Source: an optimization exercise on an open RTL-to-GDS flow (aim: small area, a short achievable clock period and few clock cycles). Production flows keep margins and buffers that such runs may drop. Only simulation tests tie the RTL to the original design; equivalence was not proved. No activity file was given, so power comes from the tool's default toggle rates.

Design spmv_top, start of the top module:
module spmv_top (
    input  logic                       clk,
    input  logic                       rst_n,
    input  logic                       cmd_val,
    input  logic [5:0]                 cmd_opcode,
    input  logic [64-1:0]     cmd_config_data,
    output logic                       busy,
    output logic                       resp_val,
    input  logic                       resp_rdy,
    output logic [64-1:0]     resp_data,
    input  logic                       mem_req_rdy,
    output logic                       mem_req_val,
    output logic [6-1:0] mem_req_transid,
    output logic [40-1:0]   mem_req_addr,
    input  logic                       mem_resp_val,
    input  logic [6-1:0] mem_resp_transid,
    input  logic [64-1:0]     mem_resp_data
);
==> flow/config.mk <==
export PLATFORM = sky130hd
export DESIGN_NAME = spmv_top
export DESIGN_NICKNAME = spmv_top
export VERILOG_FILES = /design/flow/design.v
export SDC_FILE = /design/flow/constraint.sdc
export NUM_CORES = 4
export LEC_CHECK = 0
export CAP_MARGIN = 20
export CORE_MARGIN = 2
export CORE_UTILIZATION = 65
export CTS_CLUSTER_DIAMETER = 100
export CTS_CLUSTER_SIZE = 20
export SLEW_MARGIN = 45
==> flow/constraint.sdc <==
create_clock -name core_clock -period 12.0 [get_ports {clk}]
set_input_delay 2.4000 -clock core_clock [delete_from_list [all_inputs] [get_ports {clk}]]
set_output_delay 2.4000 -clock core_clock [all_outputs]
set_load 0.01 [all_outputs]
standard.sh (not shown) runs the stock make flow with config.mk's settings and CLKGATE_MAP_FILE= SYNTH_SCRIPT=/design/flow/synth_recipe.tcl, a recipe that flattens the netlist after the stock synthesis.
==> flow/flow/run.sh <==
#!/bin/bash
# The standard layout (the standard.sh: the standard synthesis and every ORFS step
# unchanged, at the design's clock and constraints), with one difference: the timing repair
# is asked for 8.2 ns of setup slack instead of 0, so the resizer also speeds up paths that
# already meet the 12 ns clock. make and each ORFS step log to orfs/logs/...; the make run
# itself logs to standard.log.
set -euo pipefail
cd "$(dirname "$0")/.."
export SETUP_SLACK_MARGIN=8.2
bash standard.sh > standard.log 2>&1
The baseline went through all stages and came out clean.
Testbench counts at the start, summed over its fixed seeds: cycles 129,931.
==> next run, changes <==
==> flow/run.sh (new file) <==
#!/bin/bash
# synth_recipe.tcl (not shown) runs the flow's synth.tcl, then flattens the netlist and writes it again
# the make line also repeats each setting of config.mk as NAME=value (left out here)
make -C /OpenROAD-flow-scripts/flow DESIGN_CONFIG=/design/flow/config.mk WORK_HOME=/design/flow/orfs CLKGATE_MAP_FILE= SYNTH_SCRIPT=/design/flow/synth_recipe.tcl finish
removed: flow/flow/run.sh
removed: flow/standard.sh
Outcome: Total power stays flat; worst setup slack got worse by 370 ps; clock power barely changes; hold slack got worse by 3.2 ps; fmax went down by 8.7%; sequential share of layout area stays flat; non-clock buffer count went down by 6; global-route usage hardly moves; cell area is about the same; cell count barely changes.

========
spmv_top, a different RTL version from the one above (not shown whole).
For scale: about 5600 cells after synthesis, about 2700 flip-flops, ~99000 sq um of cells after synthesis.
clock: 12.0 ns
lec_check: 0
cap_margin: 20
core_margin: 2
core_utilization: 65
cts_cluster_diameter: 100
cts_cluster_size: 20
slew_margin: 45
run.sh (not shown) runs the stock make flow with config.mk's settings and CLKGATE_MAP_FILE= SYNTH_SCRIPT=/design/flow/synth_recipe.tcl, a recipe that flattens the netlist after the stock synthesis.
Stock flow here: none of the scripts above is used.
The starting point completed with no timing, DRC or antenna violations.
Testbench counts at the start, summed over its fixed seeds: cycles 129,440.
Edit:
==> flow/flow/run.sh (new file) <==
#!/bin/bash
# The standard layout (the standard.sh: the standard synthesis and every ORFS step
# unchanged, at the design's clock and constraints), with one difference: the timing repair
# is asked for 8.2 ns of setup slack instead of 0, so the resizer also speeds up paths that
# already meet the 12 ns clock. make and each ORFS step log to orfs/logs/...; the make run
# itself logs to standard.log.
set -euo pipefail
cd "$(dirname "$0")/.."
export SETUP_SLACK_MARGIN=8.2
bash standard.sh > standard.log 2>&1
==> flow/standard.sh (new file) <==
#!/bin/bash
# synth_recipe.tcl (not shown) runs the flow's synth.tcl, then flattens the netlist and writes it again
# the make line also repeats each setting of config.mk as NAME=value (left out here)
make -C /OpenROAD-flow-scripts/flow DESIGN_CONFIG=/design/flow/config.mk WORK_HOME=/design/flow/orfs CLKGATE_MAP_FILE= SYNTH_SCRIPT=/design/flow/synth_recipe.tcl "${@:-finish}"
- SLEW_MARGIN: 45 -> 20
removed: flow/run.sh
What happened:
- wire length rose by about 3%
- synthesized area is unchanged
- global-route usage climbs by 0.68 points
- setup slack improves by 1.8 ns
- final cell count goes up by about 0.44%
- power rose by 0.64%
- die area is unchanged
- design area went up by 0.58%
- sequential cell count stays the same

==> what the ideal ports hide <==
Ports are ideal in the flow. The routed layouts listed here were re-timed in OpenROAD. Step 1 assumes that a clkbuf_16 drives the clock port and a buf_2 every other input. Step 2, shift: input delay + t, output delay - t, t = (earliest + latest rising clock arrival at the registers) / 2. This alone moves slack from input paths to output paths. a / b / c = no drivers / after step 1 / after step 2; a / b = the first two.
run	t, ns	slack for setup (ns)	clock arrival spread, ns	slew at the worst register clock pin (ns)	worst slew at a driven data input, ns
the first run of note 1	0.873	8.121 / 8.039 / 7.499	0.055 / 0.056	0.09 / 0.09	0.15
the second run of note 1	0.875	7.753 / 7.672 / 7.032	0.054 / 0.054	0.09 / 0.09	0.15
the first run of note 2	0.867	6.363 / 6.363 / 5.855	0.041 / 0.041	0.09 / 0.09	0.09
the second run of note 2	0.857	8.180 / 8.096 / 7.428	0.045 / 0.045	0.09 / 0.09	0.09
After both steps every run listed still meets setup and hold. The setup slack of the second run of note 2, which loses most, moves by -0.084 ns with the drivers and by -0.752 ns with both steps.
